This is an optimization exercise on Yosys and OpenROAD, whose aim is small area, not a production implementation. RTL that was checked went through simulation tests only; none was proved equivalent to the original. Power and IR drop assume default switching activity.

==> job 2012 <==
// regbank_top
module regbank_top #(
    parameter int NUM_PAIRS   = 8,
    parameter int SYNC_STAGES = 2
) (
    input  logic               s_axi_aclk,
    input  logic               s_axi_aresetn,
    input  regbank_pkg::addr_t s_axi_awaddr,
    input  logic               s_axi_awvalid,
    output logic               s_axi_awready,
    input  regbank_pkg::data_t s_axi_wdata,
    input  regbank_pkg::strb_t s_axi_wstrb,
    input  logic               s_axi_wvalid,
    output logic               s_axi_wready,
    output regbank_pkg::resp_t s_axi_bresp,
    output logic               s_axi_bvalid,
    input  logic               s_axi_bready,
    input  regbank_pkg::addr_t s_axi_araddr,
    input  logic               s_axi_arvalid,
    output logic               s_axi_arready,
    output regbank_pkg::data_t s_axi_rdata,
    output regbank_pkg::resp_t s_axi_rresp,
    output logic               s_axi_rvalid,
    input  logic               s_axi_rready,
    input  logic [NUM_PAIRS*regbank_pkg::DATA_WIDTH-1:0] status_in,   
    output logic [NUM_PAIRS*regbank_pkg::DATA_WIDTH-1:0] ctrl_out
);
    localparam int IW = regbank_pkg::REG_IDX_W;    
    localparam int LSB = regbank_pkg::ADDR_LSB;
    localparam int DW = regbank_pkg::DATA_WIDTH;
    localparam int SW = regbank_pkg::STRB_WIDTH;
    assign s_axi_bresp = regbank_pkg::RESP_OKAY;
    assign s_axi_rresp = regbank_pkg::RESP_OKAY;
  ...
==> module regbank_top, before the edit <==
module regbank_top #(
    parameter int NUM_PAIRS   = 8,
    parameter int SYNC_STAGES = 2
) (
    input  logic               s_axi_aclk,
    input  logic               s_axi_aresetn,
    input  regbank_pkg::addr_t s_axi_awaddr,
    input  logic               s_axi_awvalid,
    output logic               s_axi_awready,
    input  regbank_pkg::data_t s_axi_wdata,
    input  regbank_pkg::strb_t s_axi_wstrb,
    input  logic               s_axi_wvalid,
    output logic               s_axi_wready,
    output regbank_pkg::resp_t s_axi_bresp,
    output logic               s_axi_bvalid,
    input  logic               s_axi_bready,
    input  regbank_pkg::addr_t s_axi_araddr,
    input  logic               s_axi_arvalid,
    output logic               s_axi_arready,
    output regbank_pkg::data_t s_axi_rdata,
    output regbank_pkg::resp_t s_axi_rresp,
    output logic               s_axi_rvalid,
    input  logic               s_axi_rready,
    input  logic [NUM_PAIRS*regbank_pkg::DATA_WIDTH-1:0] status_in,   
    output logic [NUM_PAIRS*regbank_pkg::DATA_WIDTH-1:0] ctrl_out
);
    localparam int IW = regbank_pkg::REG_IDX_W;    
    localparam int LSB = regbank_pkg::ADDR_LSB;
    localparam int DW = regbank_pkg::DATA_WIDTH;
    localparam int SW = regbank_pkg::STRB_WIDTH;
    assign s_axi_bresp = regbank_pkg::RESP_OKAY;
    assign s_axi_rresp = regbank_pkg::RESP_OKAY;
    logic          aw_pending, w_pending, b_stall, wr_en;
    logic [IW-1:0] aw_buf, waddr;
    logic [DW-1:0] w_buf_data, wr_data;
    logic [SW-1:0] w_buf_strb, wr_strb;
    assign aw_pending = s_axi_awvalid || !s_axi_awready;
    assign w_pending  = s_axi_wvalid || !s_axi_wready;
    assign b_stall    = s_axi_bvalid && !s_axi_bready;
    assign wr_en      = aw_pending && w_pending && !b_stall;
    always_ff @(posedge s_axi_aclk)
    begin
        if (!s_axi_aresetn)
            s_axi_awready <= 1'b1;
        else if (b_stall)
            s_axi_awready <= !aw_pending;
        else if (w_pending)
            s_axi_awready <= 1'b1;
        else
            s_axi_awready <= s_axi_awready && !s_axi_awvalid;
    end
    always_ff @(posedge s_axi_aclk)
    begin
        if (!s_axi_aresetn)
            s_axi_wready <= 1'b1;
        else if (b_stall)
            s_axi_wready <= !w_pending;
        else if (aw_pending)
            s_axi_wready <= 1'b1;
        else
            s_axi_wready <= s_axi_wready && !s_axi_wvalid;
    end
    always_ff @(posedge s_axi_aclk)
    begin
        if (!s_axi_aresetn)
            s_axi_bvalid <= 1'b0;
        else if (wr_en)
            s_axi_bvalid <= 1'b1;
        else if (s_axi_bready)
            s_axi_bvalid <= 1'b0;
    end
    assign waddr   = s_axi_awready ? s_axi_awaddr[LSB +: IW] : aw_buf;
    assign wr_data = s_axi_aresetn ? (s_axi_wready ? s_axi_wdata : w_buf_data) : '0;
    assign wr_strb = s_axi_wready ? s_axi_wstrb : w_buf_strb;
    always_ff @(posedge s_axi_aclk)
    begin
        aw_buf     <= waddr;
        w_buf_data <= wr_data;
        w_buf_strb <= wr_strb;
    end
    logic [NUM_PAIRS-1:0][DW-1:0] ctrl_q;
    logic wr_ctrl;
    assign wr_ctrl = wr_en && waddr[0] && !waddr[IW-1];
    logic [DW-1:0] ctrl_d;
    assign ctrl_d = wr_data;
    always_ff @(posedge s_axi_aclk)
    begin
        for (int p = 0; p < NUM_PAIRS; p++)
            for (int b = 0; b < SW; b++)
                if (!s_axi_aresetn || (wr_ctrl && waddr[IW-2:1] == p && wr_strb[b]))
                    ctrl_q[p][8*b +: 8] <= ctrl_d[8*b +: 8];
    end
    assign ctrl_out = ctrl_q;
    (* ASYNC_REG = "TRUE" *) logic [NUM_PAIRS*DW-1:0] sync1, sync2;
    logic [NUM_PAIRS-1:0][DW-1:0] status_r;
    logic [2:0] run_hist;    
    logic       status_ok;
    always_ff @(posedge s_axi_aclk)
    begin
        sync1    <= status_in;
        sync2    <= sync1;
        status_r <= sync2;
        run_hist <= {run_hist[1:0], s_axi_aresetn};
    end
    assign status_ok = &run_hist;
    logic          rd_pending, r_stall;
    logic [IW-1:0] ar_buf, raddr;
    logic [DW-1:0] rd_word;
    assign rd_pending = s_axi_arvalid || !s_axi_arready;
    assign r_stall    = s_axi_rvalid && !s_axi_rready;
    always_ff @(posedge s_axi_aclk)
    begin
        if (!s_axi_aresetn)
            s_axi_rvalid <= 1'b0;
        else if (r_stall)
            s_axi_rvalid <= 1'b1;
        else
            s_axi_rvalid <= rd_pending;
    end
    always_ff @(posedge s_axi_aclk)
    begin
        if (!s_axi_aresetn)
            s_axi_arready <= 1'b1;
        else if (r_stall)
            s_axi_arready <= !rd_pending;
        else
            s_axi_arready <= 1'b1;
    end
    assign raddr = s_axi_arready ? s_axi_araddr[LSB +: IW] : ar_buf;
    always_ff @(posedge s_axi_aclk)
        ar_buf <= raddr;
    logic [NUM_PAIRS-1:0] sel_c, sel_s;
    logic                 sel_h;
    always_comb
    begin
        for (int p = 0; p < NUM_PAIRS; p++)
        begin
            sel_c[p] = !r_stall && !raddr[IW-1] && raddr[IW-2:1] == p && raddr[0];
            sel_s[p] = !r_stall && !raddr[IW-1] && raddr[IW-2:1] == p && !raddr[0] && status_ok;
        end
        sel_h = r_stall;
        rd_word = {DW{sel_h}} & s_axi_rdata;
        for (int p = 0; p < NUM_PAIRS; p++)
            rd_word = rd_word | ({DW{sel_c[p]}} & ctrl_q[p]) | ({DW{sel_s[p]}} & status_r[p]);
    end
    always_ff @(posedge s_axi_aclk)
        s_axi_rdata <= rd_word;
endmodule
export LEC_CHECK = 0
export CAP_MARGIN = 20
export CORE_MARGIN = 2
export CORE_UTILIZATION = 70
export SLEW_MARGIN = 20
create_clock -name core_clock -period 5.0 [get_ports {s_axi_aclk}]
standard.sh (not shown) runs the stock make flow with config.mk's settings and CLKGATE_MAP_FILE= SYNTH_SCRIPT=/design/flow/synth_recipe.tcl, a recipe that flattens the netlist after the stock synthesis.
==> flow/flow/run.sh <==
#!/bin/bash
# Standard synthesis and layout, with the smallest port buffers and a lighter
# clock tree (small leaf buffers, a strong root, no dummy loads).
set -euo pipefail
bash standard.sh synth > synth.log 2>&1
bash standard.sh \
  "BUFFER_PORTS_ARGS=-buffer_cell sky130_fd_sc_hd__buf_1" \
  "CTS_ARGS=-sink_clustering_enable -repair_clock_nets -dont_use_dummy_load -buf_list sky130_fd_sc_hd__clkbuf_4 -root_buf sky130_fd_sc_hd__clkbuf_16 -sink_clustering_size 9 -sink_clustering_max_diameter 45" \
  finish > layout.log 2>&1
==> job 9030: changes against job 2012 <==
--- a/flow/design.v
+++ b/flow/design.v
@@ -96,5 +96,5 @@
     end
     assign waddr   = s_axi_awready ? s_axi_awaddr[LSB +: IW] : aw_buf;
-    assign wr_data = s_axi_aresetn ? (s_axi_wready ? s_axi_wdata : w_buf_data) : '0;
+    assign wr_data = s_axi_wready ? s_axi_wdata : w_buf_data;
     assign wr_strb = s_axi_wready ? s_axi_wstrb : w_buf_strb;
     always_ff @(posedge s_axi_aclk)
@@ -108,5 +108,5 @@
     assign wr_ctrl = wr_en && waddr[0] && !waddr[IW-1];
     logic [DW-1:0] ctrl_d;
-    assign ctrl_d = wr_data;
+    assign ctrl_d = wr_data & {DW{s_axi_aresetn}};
     always_ff @(posedge s_axi_aclk)
     begin
==> flow/flow/run.sh (replaced) <==
#!/bin/bash
# Standard synthesis and layout, with smaller port buffers and a lighter clock tree.
set -euo pipefail
bash standard.sh synth > synth.log 2>&1
bash standard.sh \
  "BUFFER_PORTS_ARGS=-buffer_cell sky130_fd_sc_hd__buf_1" \
  "CTS_ARGS=-sink_clustering_enable -repair_clock_nets -dont_use_dummy_load -buf_list sky130_fd_sc_hd__clkbuf_4 -sink_clustering_size 10 -sink_clustering_max_diameter 45" \
  finish > layout.log 2>&1
--- a/flow/config.mk
+++ b/flow/config.mk
@@ -8,4 +8,4 @@
 export CAP_MARGIN = 20
 export CORE_MARGIN = 2
-export CORE_UTILIZATION = 70
+export CORE_UTILIZATION = 60
 export SLEW_MARGIN = 20
==> job 418: changes against job 2012 <==
--- a/flow/design.v
+++ b/flow/design.v
@@ -24,4 +24,22 @@
     } reg_idx_u;
 endpackage
+module rd_select #(
+    parameter int N = 17
+) (
+    input  logic [N-1:0] sel,
+    input  logic [N-1:0] src,
+    output logic         y
+);
+    assign y = |(sel & src);
+endmodule
+module pick2 (
+    input  logic a,
+    input  logic sa,
+    input  logic b,
+    input  logic sb,
+    output logic y
+);
+    assign y = (a && sa) || (b && sb);
+endmodule
 module regbank_top #(
     parameter int NUM_PAIRS   = 8,
@@ -96,5 +114,11 @@
     end
     assign waddr   = s_axi_awready ? s_axi_awaddr[LSB +: IW] : aw_buf;
-    assign wr_data = s_axi_aresetn ? (s_axi_wready ? s_axi_wdata : w_buf_data) : '0;
+    logic ld_bus, ld_buf;
+    assign ld_bus = s_axi_aresetn && s_axi_wready;
+    assign ld_buf = s_axi_aresetn && !s_axi_wready;
+    for (genvar i = 0; i < DW; i++)
+    begin : g_wd
+        pick2 u_pick (.a(s_axi_wdata[i]), .sa(ld_bus), .b(w_buf_data[i]), .sb(ld_buf), .y(wr_data[i]));
+    end
     assign wr_strb = s_axi_wready ? s_axi_wstrb : w_buf_strb;
     always_ff @(posedge s_axi_aclk)
@@ -155,17 +179,27 @@
     always_ff @(posedge s_axi_aclk)
         ar_buf <= raddr;
-    logic [NUM_PAIRS-1:0] sel_c, sel_s;
-    logic                 sel_h;
+    logic [2*NUM_PAIRS:0] sel;
     always_comb
     begin
         for (int p = 0; p < NUM_PAIRS; p++)
         begin
-            sel_c[p] = !r_stall && !raddr[IW-1] && raddr[IW-2:1] == p && raddr[0];
-            sel_s[p] = !r_stall && !raddr[IW-1] && raddr[IW-2:1] == p && !raddr[0] && status_ok;
+            sel[2*p+1] = !r_stall && !raddr[IW-1] && raddr[IW-2:1] == p && raddr[0];
+            sel[2*p]   = !r_stall && !raddr[IW-1] && raddr[IW-2:1] == p && !raddr[0] && status_ok;
         end
-        sel_h = r_stall;
-        rd_word = {DW{sel_h}} & s_axi_rdata;
-        for (int p = 0; p < NUM_PAIRS; p++)
-            rd_word = rd_word | ({DW{sel_c[p]}} & ctrl_q[p]) | ({DW{sel_s[p]}} & status_r[p]);
+        sel[2*NUM_PAIRS] = r_stall;
+    end
+    for (genvar i = 0; i < DW; i++)
+    begin : g_rd
+        logic [2*NUM_PAIRS:0] src;
+        always_comb
+        begin
+            for (int p = 0; p < NUM_PAIRS; p++)
+            begin
+                src[2*p+1] = ctrl_q[p][i];
+                src[2*p]   = status_r[p][i];
+            end
+            src[2*NUM_PAIRS] = s_axi_rdata[i];
+        end
+        rd_select #(.N(2*NUM_PAIRS+1)) u_sel (.sel(sel), .src(src), .y(rd_word[i]));
     end
     always_ff @(posedge s_axi_aclk)
==> flow/flow/run.sh (replaced) <==
#!/bin/bash
# Standard synthesis script on the design with the read-data select (rd_select)
# given as sky130 cells, then the standard layout with the smallest port buffers
# and a lighter clock tree (small leaf buffers, a strong root, no dummy loads).
set -euo pipefail
python3 flow/swap_module.py design.v flow/rd_select_cells.v design_cells.v > swap.log 2>&1
V="VERILOG_FILES=$PWD/design_cells.v"
bash standard.sh "$V" synth > synth.log 2>&1
bash standard.sh "$V" \
  "BUFFER_PORTS_ARGS=-buffer_cell sky130_fd_sc_hd__buf_1" \
  "CTS_ARGS=-sink_clustering_enable -repair_clock_nets -dont_use_dummy_load -buf_list sky130_fd_sc_hd__clkbuf_4 -root_buf sky130_fd_sc_hd__clkbuf_16 -sink_clustering_size 9 -sink_clustering_max_diameter 45" \
  finish > layout.log 2>&1
==> flow/flow/rd_select_cells.v (new file) <==
// rd_select mapped by hand onto sky130 cells: five a222oi and an a22oi take
// the 17 select/source pairs, and4 + nand3 OR the six inverted groups.
module rd_select #(
    parameter int N = 17
) (
    input  logic [N-1:0] sel,
    input  logic [N-1:0] src,
    output logic         y
);
    wire g0, g1, g2, g3, g4, g5, w;
    sky130_fd_sc_hd__a222oi_1 u_g0 (.A1(sel[0]),  .A2(src[0]),  .B1(sel[1]),  .B2(src[1]),  .C1(sel[2]),  .C2(src[2]),  .Y(g0));
    sky130_fd_sc_hd__a222oi_1 u_g1 (.A1(sel[3]),  .A2(src[3]),  .B1(sel[4]),  .B2(src[4]),  .C1(sel[5]),  .C2(src[5]),  .Y(g1));
    sky130_fd_sc_hd__a222oi_1 u_g2 (.A1(sel[6]),  .A2(src[6]),  .B1(sel[7]),  .B2(src[7]),  .C1(sel[8]),  .C2(src[8]),  .Y(g2));
    sky130_fd_sc_hd__a222oi_1 u_g3 (.A1(sel[9]),  .A2(src[9]),  .B1(sel[10]), .B2(src[10]), .C1(sel[11]), .C2(src[11]), .Y(g3));
    sky130_fd_sc_hd__a222oi_1 u_g4 (.A1(sel[12]), .A2(src[12]), .B1(sel[13]), .B2(src[13]), .C1(sel[14]), .C2(src[14]), .Y(g4));
    sky130_fd_sc_hd__a22oi_1  u_g5 (.A1(sel[15]), .A2(src[15]), .B1(sel[16]), .B2(src[16]), .Y(g5));
    sky130_fd_sc_hd__and4_1   u_w  (.A(g0), .B(g1), .C(g2), .D(g3), .X(w));
    sky130_fd_sc_hd__nand3_1  u_y  (.A(w), .B(g4), .C(g5), .Y(y));
endmodule

// pick2 as one a22o cell
module pick2 (
    input  logic a,
    input  logic sa,
    input  logic b,
    input  logic sb,
    output logic y
);
    sky130_fd_sc_hd__a22o_1 u_y (.A1(a), .A2(sa), .B1(b), .B2(sb), .X(y));
endmodule
==> flow/flow/swap_module.py (new file) <==
# Replace each module that the cells file defines (rd_select, pick2) in design.v
# by its cell-level version from the flow folder.
import re, sys
design, cells, out = sys.argv[1:4]
s = open(design).read()
c = open(cells).read()
for name in re.findall(r'^\s*module\s+(\w+)', c, re.M):
    m = re.search(r'^\s*module\s+' + name + r'\b.*?^\s*endmodule\b', s, re.S | re.M)
    if not m:
        sys.exit(name + " not found")
    s = s[:m.start()] + s[m.end():]
open(out, 'w').write(s + "\n" + c)
==> job 4480: changes against job 2012 <==
--- a/flow/design.v
+++ b/flow/design.v
@@ -96,5 +96,5 @@
     end
     assign waddr   = s_axi_awready ? s_axi_awaddr[LSB +: IW] : aw_buf;
-    assign wr_data = s_axi_aresetn ? (s_axi_wready ? s_axi_wdata : w_buf_data) : '0;
+    assign wr_data = s_axi_wready ? s_axi_wdata : w_buf_data;
     assign wr_strb = s_axi_wready ? s_axi_wstrb : w_buf_strb;
     always_ff @(posedge s_axi_aclk)
@@ -108,5 +108,5 @@
     assign wr_ctrl = wr_en && waddr[0] && !waddr[IW-1];
     logic [DW-1:0] ctrl_d;
-    assign ctrl_d = wr_data;
+    assign ctrl_d = wr_data & {DW{s_axi_aresetn}};
     always_ff @(posedge s_axi_aclk)
     begin
==> flow/run.sh (new file) <==
#!/bin/bash
# synth_recipe.tcl (not shown) runs the flow's synth.tcl, then flattens the netlist and writes it again
# the make line also repeats each setting of config.mk as NAME=value (left out here)
make -C /OpenROAD-flow-scripts/flow DESIGN_CONFIG=/design/flow/config.mk WORK_HOME=/design/flow/orfs CLKGATE_MAP_FILE= SYNTH_SCRIPT=/design/flow/synth_recipe.tcl finish
--- a/flow/config.mk
+++ b/flow/config.mk
@@ -8,4 +8,4 @@
 export CAP_MARGIN = 20
 export CORE_MARGIN = 2
-export CORE_UTILIZATION = 70
+export CORE_UTILIZATION = 40
 export SLEW_MARGIN = 20
removed: flow/flow/run.sh
removed: flow/standard.sh
==> flow_metrics.tcl <==
set metrics [dict create \
    outcome "no timing/DRC/antenna violations" \
    most-common-layout-cells "sky130_fd_sc_hd__dfxtp_1 (853), sky130_fd_sc_hd__clkdlybuf4s50_1 (600), sky130_fd_sc_hd__edfxtp_1 (256), sky130_fd_sc_hd__clkbuf_16 (113), sky130_fd_sc_hd__a22oi_1 (99)" \
    wl_met1_um 40800 \
    m3_gr_usage_pct 6.96 \
    die_w_um 277 \
    intPower_mw 15.3 \
    fp-row-count 100 \
    power.clock.fraction_pct 42.3 \
    largest_clock_skew_in_the_final_design_ns 0.0220 \
    number_of_global_route_vias_before_repair 18887 \
    pwr-share-comb_pct 6.7 \
    finalHoldWorstSlack_ns 0.317 \
    synth_compound_area_share_pct 8.07 \
    grt.met1_usage_pct 33.7 \
    placed_cell_area_sq_um 37300 \
    syn2layout_area_growth_pct 37.8 \
    power.ir.vdd_worst_mv 0.302 \
    drtIter0Drc 1861 \
    count_of_filler_cells_inserted_in_the_layout 5915 \
    start_util_pct 40.2 \
    data_arrival_time_of_the_critical_path_ns 4.40 \
]
The numbers above come from job 4480.

==> flow_metrics.tcl <==
set metrics [dict create \
    outcome "no timing/DRC/antenna violations" \
    wl_met1_um 35500 \
    finalHoldWorstSlack_ns 0.0621 \
    die_w_um 227 \
    count_of_filler_cells_inserted_in_the_layout 3619 \
    number_of_global_route_vias_before_repair 18317 \
    most-common-layout-cells "sky130_fd_sc_hd__dfxtp_1 (853), sky130_fd_sc_hd__buf_1 (600), sky130_fd_sc_hd__edfxtp_1 (256), sky130_fd_sc_hd__clkbuf_4 (133), sky130_fd_sc_hd__a22oi_1 (99)" \
    power.clock.fraction_pct 26.2 \
    pwr-share-comb_pct 6.4 \
    synth_compound_area_share_pct 8.07 \
    placed_cell_area_sq_um 32900 \
    largest_clock_skew_in_the_final_design_ns 0.0863 \
]
The numbers above come from job 9030.

==> flow_metrics.tcl <==
set metrics [dict create \
    grt.met1_usage_pct 50.4 \
    number_of_global_route_vias_before_repair 18571 \
    count_of_filler_cells_inserted_in_the_layout 2480 \
    fp-row-count 75 \
    start_util_pct 70.8 \
    power.clock.fraction_pct 26.9 \
    die_w_um 210 \
    largest_clock_skew_in_the_final_design_ns 0.0469 \
    wl_met1_um 31800 \
    m3_gr_usage_pct 14.8 \
    intPower_mw 11.3 \
    power.ir.vdd_worst_mv 0.368 \
    placed_cell_area_sq_um 32700 \
    outcome "no timing/DRC/antenna violations" \
    synth_compound_area_share_pct 8.05 \
    syn2layout_area_growth_pct 13.9 \
    most-common-layout-cells "sky130_fd_sc_hd__dfxtp_1 (853), sky130_fd_sc_hd__buf_1 (600), sky130_fd_sc_hd__edfxtp_1 (256), sky130_fd_sc_hd__clkbuf_4 (140)" \
    finalHoldWorstSlack_ns 0.291 \
]
The numbers above come from job 2012.

==> flow_metrics.tcl <==
set metrics [dict create \
    outcome "no timing/DRC/antenna violations" \
    data_arrival_time_of_the_critical_path_ns 4.14 \
    most-common-layout-cells "sky130_fd_sc_hd__dfxtp_1 (854), sky130_fd_sc_hd__buf_1 (600), sky130_fd_sc_hd__edfxtp_1 (256), sky130_fd_sc_hd__a222oi_1 (160), sky130_fd_sc_hd__clkbuf_4 (141)" \
    largest_clock_skew_in_the_final_design_ns 0.0846 \
    count_of_filler_cells_inserted_in_the_layout 2756 \
    m3_gr_usage_pct 13.4 \
    start_util_pct 70.9 \
    synth_compound_area_share_pct 8.22 \
    drtIter0Drc 2274 \
    power.clock.fraction_pct 27.1 \
    grt.met1_usage_pct 42.4 \
    die_w_um 213 \
    intPower_mw 11.3 \
]
The numbers above come from job 418.

For job 2012 and job 418, only the layout was checked, not whether the RTL still works.

==> port drivers added, routing unchanged <==
No port has a modelled driver above. Below, the same layouts with a new extraction and two added sets of constraints.
Step 1: set_driving_cell puts a clkbuf_16 on s_axi_aclk and a buf_2 on each other input, an assumption about the parent block.
Step 2 also shifts input and output timing later by t, the mid clock arrival at the registers, as if the neighbouring blocks saw the same clock.
Slacks: ideal ports / drivers / drivers and shift; pairs: ideal ports / drivers.
run | t, ns | slack for setup (ns) | cell pins on the clock port's net
job 2012 | 0.739 | 1.273 / 1.273 / 0.891 | 1
job 9030 | 1.046 | 1.136 / 1.136 / 0.916 | 1
job 418 | 0.738 | 1.460 / 1.460 / 1.244 | 1
job 4480 | 0.721 | 1.217 / 1.217 / 0.706 | 1
After both steps every run listed still meets setup and hold. The setup slack of job 4480, which loses most, moves by 0.000 ns with the drivers and by -0.511 ns with both steps.
